From an optimization exercise on the open Yosys and OpenROAD flow, aimed at small area; shortcuts taken in it are not production practice.
Where RTL was checked, it was by simulation tests only, not by an equivalence proof against the original.
Power figures rest on the tool's default switching activity, not on a simulated workload.

Setup of garnet:
## stream_parser
module stream_parser #(
  parameter int NUM_STREAMS = 32,
  parameter int MAX_BYTES   = 37,
  parameter int QDEPTH      = 2
) (
  input  logic                   clk,
  input  logic                   reset,
  input  logic [31:0]            dataIn,
  input  logic                   dataIn_val,
  output logic                   dataIn_ready,
  input  logic                   dataIN_last,
  output logic [MAX_BYTES*8-1:0] dataOut,
  output logic [8:0]             dataOut_bytes,
  output logic [15:0]            dataOut_stream,
  output logic [31:0]            dataOut_seq,
  output logic                   dataOut_val,
  input  logic                   dataOut_ready,
  output logic                   packetLost,
  output logic                   lenError
);
  localparam int NW = (MAX_BYTES + 3) / 4;    
  typedef enum logic [2:0] {IDLE, GET_SEQ, GET_DATA, DRAIN, COMMIT} stateType;
  stateType    stateReg;
  ...
export LEC_CHECK = 0
export CAP_MARGIN = 20
export CORE_MARGIN = 2
export CORE_UTILIZATION = 55
export GPL_TIMING_DRIVEN = 0
export SLEW_MARGIN = 20
create_clock -name core_clock -period 6.0 [get_ports {clk}]
standard.sh (not shown) runs the stock make flow with config.mk's settings and CLKGATE_MAP_FILE= SYNTH_SCRIPT=/design/flow/synth_recipe.tcl, a recipe that flattens the netlist after the stock synthesis.
==> flow/flow/run.sh <==
#!/bin/bash
# The standard layout (standard.sh: the ORFS flow with the standard
# synthesis, unchanged) with a few OpenROAD options changed:
#  - the buffers Yosys/ABC put in are removed at floorplan, as placement
#    repair re-buffers what needs it;
#  - every input and output port still gets its own buffer, a buf_1;
#  - the clock tree uses larger sink clusters and no dummy loads.
# ORFS's own logs stay under orfs/logs; the make output goes to standard.log.
set -euo pipefail
export REMOVE_ABC_BUFFERS=1
export BUFFER_PORTS_ARGS="-buffer_cell sky130_fd_sc_hd__buf_1"
export CTS_ARGS="-sink_clustering_enable -repair_clock_nets -dont_use_dummy_load -buf_list {sky130_fd_sc_hd__clkbuf_16} -sink_clustering_size 30 -sink_clustering_max_diameter 60"
bash standard.sh > standard.log 2>&1
diff inputs: garnet => tundra
==> flow/run.sh (new file) <==
#!/bin/bash
# synth_recipe.tcl (not shown) runs the flow's synth.tcl, then flattens the netlist and writes it again
# the make line also repeats each setting of config.mk as NAME=value (left out here)
make -C /OpenROAD-flow-scripts/flow DESIGN_CONFIG=/design/flow/config.mk WORK_HOME=/design/flow/orfs CLKGATE_MAP_FILE= SYNTH_SCRIPT=/design/flow/synth_recipe.tcl finish
diff --git a/flow/config.mk b/flow/config.mk
--- a/flow/config.mk
+++ b/flow/config.mk
@@ -10,0 +11,3 @@
+export CTS_BUF_LIST = sky130_fd_sc_hd__clkbuf_8
+export CTS_CLUSTER_DIAMETER = 50
+export CTS_CLUSTER_SIZE = 16
removed: flow/flow/run.sh
removed: flow/standard.sh
Notes after the runs:
garnet and tundra: one clean run, garnet; the rest did not finish clean. Routed via count up 8.0% in tundra wrt garnet. In tundra, the finished layout cell area came out about 3.5% above the value in garnet. In tundra the final setup violation count turned out 3 higher than in garnet. In the metrics for garnet and tundra, the one carrying the higher post-CTS setup buffer count is garnet. Run comparison: garnet start point of the critical path rdReg; tundra start point of the critical path phReg. Non-clock buffer count in tundra is 44% higher than in garnet.
> inputs changed (tundra -> violet)
==> flow/flow/run.sh (new file) <==
#!/bin/bash
# The standard layout (standard.sh: the ORFS flow with the standard
# synthesis, unchanged) with a few OpenROAD options changed:
#  - the buffers Yosys/ABC put in are removed at floorplan, as placement
#    repair re-buffers what needs it;
#  - every input and output port still gets its own buffer, a buf_1;
#  - the clock tree uses larger sink clusters and no dummy loads.
# ORFS's own logs stay under orfs/logs; the make output goes to standard.log.
set -euo pipefail
export REMOVE_ABC_BUFFERS=1
export BUFFER_PORTS_ARGS="-buffer_cell sky130_fd_sc_hd__buf_1"
export CTS_ARGS="-sink_clustering_enable -repair_clock_nets -dont_use_dummy_load -buf_list {sky130_fd_sc_hd__clkbuf_8} -sink_clustering_size 16 -sink_clustering_max_diameter 50"
bash standard.sh > standard.log 2>&1
==> flow/standard.sh (new file) <==
#!/bin/bash
# synth_recipe.tcl (not shown) runs the flow's synth.tcl, then flattens the netlist and writes it again
# the make line also repeats each setting of config.mk as NAME=value (left out here)
make -C /OpenROAD-flow-scripts/flow DESIGN_CONFIG=/design/flow/config.mk WORK_HOME=/design/flow/orfs CLKGATE_MAP_FILE= SYNTH_SCRIPT=/design/flow/synth_recipe.tcl "${@:-finish}"
diff --git a/flow/config.mk b/flow/config.mk
--- a/flow/config.mk
+++ b/flow/config.mk
@@ -11,3 +10,0 @@
-export CTS_BUF_LIST = sky130_fd_sc_hd__clkbuf_8
-export CTS_CLUSTER_DIAMETER = 50
-export CTS_CLUSTER_SIZE = 16
removed: flow/run.sh
Findings:
- Status | violet and tundra | clean except tundra
- Status tundra: flow complete, layout not clean - negative setup slack
- The run with more routed wire is tundra, not violet.
- violet and tundra ended up with roughly the same final max-slew violation count.
- Re worst hold slack: tundra was higher than violet.
- Summary — time the worst path needs with I/O delays and setup, violet relative to tundra: lower, by 0.24 ns.
- violet ends up with a sequential share of layout area that is 2.9 points higher than in tundra.
- Via density per instance for violet: about 3.3% down relative to tundra
- Run comparison: tundra cell with the biggest individual delay on the critical path sky130_fd_sc_hd__clkdlybuf4s50_1; violet cell with the biggest individual delay on the critical path sky130_fd_sc_hd__dfxtp_2
- Ratio of final minimum period to clock period for violet is lower than for tundra.
- violet gives less total power than tundra did.
- violet vs. tundra: fraction of power consumed by the clock network fell by 0.8 points, global routing usage on met1 down 5.0 points, number of setup buffers added after CTS now larger.
No functional check of the RTL was part of any run of this note.

* * *

Setup of oak:
stream_parser, a different RTL version from the one above (not shown whole).
For scale: roughly 390 I/O pins, ~0.055 mm2 of cells after synthesis.
Settings: LEC_CHECK=0, CAP_MARGIN=10, CORE_MARGIN=2, CORE_UTILIZATION=68, GPL_TIMING_DRIVEN=0, SLEW_MARGIN=10; clock period 6.0 ns.
==> flow/flow/run.sh <==
#!/bin/bash
# The standard layout (standard.sh: the ORFS flow with the standard
# synthesis, unchanged) with a few OpenROAD options changed:
#  - the buffers Yosys/ABC put in are removed at floorplan, as placement
#    repair re-buffers what needs it;
#  - every input and output port still gets its own buffer, a buf_1;
#  - the clock tree uses clkbuf_8 buffers, sink clusters of up to 20 and
#    no dummy loads.
# ORFS's own logs stay under orfs/logs; the make output goes to standard.log.
set -euo pipefail
export REMOVE_ABC_BUFFERS=1
export BUFFER_PORTS_ARGS="-buffer_cell sky130_fd_sc_hd__buf_1"
export CTS_ARGS="-sink_clustering_enable -repair_clock_nets -dont_use_dummy_load -buf_list {sky130_fd_sc_hd__clkbuf_16} -sink_clustering_size 40 -sink_clustering_max_diameter 50"
bash standard.sh > standard.log 2>&1
oak: done, clean on timing, DRC and antenna
[inputs] pine vs oak
# oak
export LEC_CHECK = 0
export CAP_MARGIN = 10
export CORE_MARGIN = 2
export CORE_UTILIZATION = 68
export GPL_TIMING_DRIVEN = 0
export SLEW_MARGIN = 10
create_clock -name core_clock -period 6.0 [get_ports {clk}]
# pine
export LEC_CHECK = 0
export CAP_MARGIN = 7
export CORE_MARGIN = 2
export CORE_UTILIZATION = 78
export GPL_TIMING_DRIVEN = 0
export SLEW_MARGIN = 7
create_clock -name core_clock -period 6.0 [get_ports {clk}]
--- a/flow/flow/run.sh
+++ b/flow/flow/run.sh
@@ -13 +13 @@
-export CTS_ARGS="-sink_clustering_enable -repair_clock_nets -dont_use_dummy_load -buf_list {sky130_fd_sc_hd__clkbuf_16} -sink_clustering_size 40 -sink_clustering_max_diameter 50"
+export CTS_ARGS="-sink_clustering_enable -repair_clock_nets -dont_use_dummy_load -buf_list {sky130_fd_sc_hd__clkbuf_8} -sink_clustering_size 20 -sink_clustering_max_diameter 50"
### Flow results
Worst setup slack came out higher on pine than on oak.
Clock insertion delay at the later pin of the skew report in pine is 0.11 ns above oak.
Clock-pin slew of the registers on the worst-case setup and hold paths: lower on oak
Compare oak and pine | maximum clock frequency lower: oak
Between pine and oak, it is pine whose wire length the detailed router placed on met1 is lower, by about 4.3%.
Met3 routing resource usage after global routing: oak and pine compared, lower one is oak

* * *

stream_parser again, from the RTL that the note above started with.
Settings: LEC_CHECK=0, CAP_MARGIN=10, CORE_MARGIN=2, CORE_UTILIZATION=55, GPL_TIMING_DRIVEN=0, SLEW_MARGIN=10; clock period 6.0 ns.
==> flow/flow/run.sh <==
#!/bin/bash
# The standard layout (standard.sh: the ORFS flow with the standard
# synthesis, unchanged) with a few OpenROAD options changed:
#  - the buffers Yosys/ABC put in are removed at floorplan, as placement
#    repair re-buffers what needs it;
#  - every input and output port still gets its own buffer, a buf_1;
#  - the clock tree uses clkbuf_8 buffers, sink clusters of up to 16 and
#    no dummy loads.
# ORFS's own logs stay under orfs/logs; the make output goes to standard.log.
set -euo pipefail
export REMOVE_ABC_BUFFERS=1
export BUFFER_PORTS_ARGS="-buffer_cell sky130_fd_sc_hd__buf_1"
export CTS_ARGS="-sink_clustering_enable -repair_clock_nets -dont_use_dummy_load -buf_list {sky130_fd_sc_hd__clkbuf_8} -sink_clustering_size 16 -sink_clustering_max_diameter 50"
bash standard.sh > standard.log 2>&1
The starting point produced a clean layout.
Change:
--- a/flow/flow/run.sh
+++ b/flow/flow/run.sh
@@ -7 +7 @@
-#  - the clock tree uses clkbuf_8 buffers, sink clusters of up to 16 and
+#  - the clock tree uses clkbuf_8 buffers, sink clusters of up to 20 and
@@ -13 +13 @@
-export CTS_ARGS="-sink_clustering_enable -repair_clock_nets -dont_use_dummy_load -buf_list {sky130_fd_sc_hd__clkbuf_8} -sink_clustering_size 16 -sink_clustering_max_diameter 50"
+export CTS_ARGS="-sink_clustering_enable -repair_clock_nets -dont_use_dummy_load -buf_list {sky130_fd_sc_hd__clkbuf_8} -sink_clustering_size 20 -sink_clustering_max_diameter 50"
Settings changed: CORE_UTILIZATION 55 to 78.
Effect:
- die area came out lower by 29%
- setup slack degrades by 0.16 ns
- utilization climbs by 24 points
- via count increases by 7.2%
- combinational power barely changes
- area after synthesis stays the same
- sequential power barely changes
- flip-flop and latch count does not change
- non-clock buffer count falls by 5
- power drops by 2.2%
Change:
--- a/flow/flow/run.sh
+++ b/flow/flow/run.sh
@@ -7 +7 @@
-#  - the clock tree uses clkbuf_8 buffers, sink clusters of up to 20 and
+#  - the clock tree uses clkbuf_8 buffers, sink clusters of up to 16 and
Settings changed: CORE_UTILIZATION 78 to 55.
What happened: Register-to-register slack improves by 0.099 ns. Routed wire length fell by 0.34%. Global-route usage fell by 12 points. Worst hold slack improves by 0.011 ns. Die area rose by 41%.
Change:
--- a/flow/flow/run.sh
+++ b/flow/flow/run.sh
@@ -7 +7 @@
-#  - the clock tree uses clkbuf_8 buffers, sink clusters of up to 16 and
+#  - the clock tree uses clkbuf_8 buffers, sink clusters of up to 20 and
Settings changed: CORE_UTILIZATION 55 to 68.
The new run finished with timing, DRC and antenna clean; area after synthesis is unchanged; wire length is lower by a few percent; combinational power stays flat; clock power is lower by a few percent; total power went down slightly; via count grows by a few percent.

* * *

## run A
Starting RTL as in the previous note.
Settings: LEC_CHECK=0, CAP_MARGIN=3, CORE_MARGIN=2, CORE_UTILIZATION=68, GPL_TIMING_DRIVEN=0, SLEW_MARGIN=3; clock period 6.0 ns.
==> flow/flow/run.sh <==
#!/bin/bash
# The standard layout (standard.sh: the ORFS flow with the standard
# synthesis, unchanged) with a few OpenROAD options changed:
#  - the buffers Yosys/ABC put in are removed at floorplan, as placement
#    repair re-buffers what needs it;
#  - every input and output port still gets its own buffer, a buf_1;
#  - the clock tree uses clkbuf_8 buffers, sink clusters of up to 20 and
#    no dummy loads.
# ORFS's own logs stay under orfs/logs; the make output goes to standard.log.
set -euo pipefail
export REMOVE_ABC_BUFFERS=1
export BUFFER_PORTS_ARGS="-buffer_cell sky130_fd_sc_hd__buf_1"
export CTS_ARGS="-sink_clustering_enable -repair_clock_nets -dont_use_dummy_load -buf_list {sky130_fd_sc_hd__clkbuf_8} -sink_clustering_size 20 -sink_clustering_max_diameter 50"
bash standard.sh > standard.log 2>&1
No stage failed in run A, and the final checks on the layout all came back clean.
The following lists how run B was set up differently from run A:
Settings: a change of CAP_MARGIN from 3 to 10; a change of SLEW_MARGIN from 3 to 10.
diff --git a/flow/flow/run.sh b/flow/flow/run.sh
--- a/flow/flow/run.sh
+++ b/flow/flow/run.sh
@@ -11,4 +11,4 @@
 export REMOVE_ABC_BUFFERS=1
 export BUFFER_PORTS_ARGS="-buffer_cell sky130_fd_sc_hd__buf_1"
-export CTS_ARGS="-sink_clustering_enable -repair_clock_nets -dont_use_dummy_load -buf_list {sky130_fd_sc_hd__clkbuf_8} -sink_clustering_size 20 -sink_clustering_max_diameter 50"
+export CTS_ARGS="-sink_clustering_enable -repair_clock_nets -dont_use_dummy_load -buf_list {sky130_fd_sc_hd__clkbuf_8} -sink_clustering_size 24 -sink_clustering_max_diameter 40"
 bash standard.sh > standard.log 2>&1
--- outcome ---
Compared with run A, in run B wire length of the first global-routing pass now larger, via count of the first global-routing pass now larger, number of non-clock buffers now larger. TritonCTS buffer count: run B > run A.
--- input diff run B..run C ---
Settings: changing CORE_UTILIZATION from 68 to 55.
diff --git a/flow/flow/run.sh b/flow/flow/run.sh
--- a/flow/flow/run.sh
+++ b/flow/flow/run.sh
@@ -11,4 +11,4 @@
 export REMOVE_ABC_BUFFERS=1
 export BUFFER_PORTS_ARGS="-buffer_cell sky130_fd_sc_hd__buf_1"
-export CTS_ARGS="-sink_clustering_enable -repair_clock_nets -dont_use_dummy_load -buf_list {sky130_fd_sc_hd__clkbuf_8} -sink_clustering_size 24 -sink_clustering_max_diameter 40"
+export CTS_ARGS="-sink_clustering_enable -repair_clock_nets -dont_use_dummy_load -buf_list {sky130_fd_sc_hd__clkbuf_8} -sink_clustering_size 20 -sink_clustering_max_diameter 50"
 bash standard.sh > standard.log 2>&1
Summary — time the final worst path needs with I/O delays and setup, run C relative to run B: lower, by 0.014 ns.
Worst setup slack after layout: run C and run B compared, lower one is run B
Run C vs run B, cell type of the slowest stage on the worst timing path: or4_1 vs or2_1
Comparing design area for run C and run B, the smaller number came from run B.
Summary — worst-case hold slack, run C relative to run B: higher, by 0.019 ns.
Summary of the comparison: clock network area share is lower in run C, relative to run B.
Summary of run C over run B: cell leakage power essentially unchanged; register-to-register slack saw little to no change; global-route wire length before repair rose 5.9 mm; proportion of cell area occupied by registers fell by 0.24 points; number of inserted diodes went down.
As far as area of the multi-input gates is concerned, run B and run C perform about the same.

-- port drivers added, routing unchanged --
Ports are ideal in the flow. The routed layouts listed here were re-timed in OpenROAD. Step 1, drivers: a clkbuf_16 drives clk and a buf_2 each remaining input, both assumed. Step 2 adds t to the input delays and takes it off the output delays; t is the mean of the earliest and latest rising clock arrival at the registers after step 1. Input paths then give back, and output paths get back, about the clock's delay inside the block. Slacks: ideal / step 1 / step 2; pairs: ideal / step 1.
run	shift t [ns]	setup WS [ns]	hold WS [ns]	worst register clock-pin slew, ns	pins driven straight from the clock port
garnet	0.782	0.134 / 0.058 / 0.003	0.274 / 0.274 / 0.274	0.11 / 0.11	1
tundra	0.968	-0.020 / -0.096 / -0.907	0.316 / 0.316 / 0.316	0.10 / 0.10	1
violet	0.905	0.224 / 0.148 / -0.035	0.286 / 0.286 / 0.286	0.10 / 0.10	1
oak	0.774	0.194 / 0.194 / -0.488	0.283 / 0.283 / 0.283	0.11 / 0.11	1
pine	0.869	0.437 / 0.433 / -0.422	0.276 / 0.276 / 0.276	0.12 / 0.12	1
the first run of note 3	0.901	0.436 / 0.436 / -0.116	0.269 / 0.269 / 0.269	0.11 / 0.11	1
the second run of note 3	0.815	0.274 / 0.274 / -0.361	0.262 / 0.262 / 0.262	0.12 / 0.12	1
the third run of note 3	0.909	0.373 / 0.373 / -0.195	0.273 / 0.273 / 0.273	0.11 / 0.11	1
the fourth run of note 3	0.856	0.387 / 0.387 / -0.323	0.269 / 0.269 / 0.269	0.12 / 0.12	1
run A	0.871	0.425 / 0.362 / -0.304	0.273 / 0.273 / 0.273	0.12 / 0.12	1
run B	0.875	0.359 / 0.359 / -0.344	0.254 / 0.254 / 0.254	0.13 / 0.13	1
run C	0.909	0.373 / 0.373 / -0.195	0.273 / 0.273 / 0.273	0.11 / 0.11	1
Met with ideal ports but missed after step 2: setup timing in 10 of these runs. For tundra, which loses most, drivers alone change the setup slack by -0.076 ns; drivers and shift together by -0.887 ns.
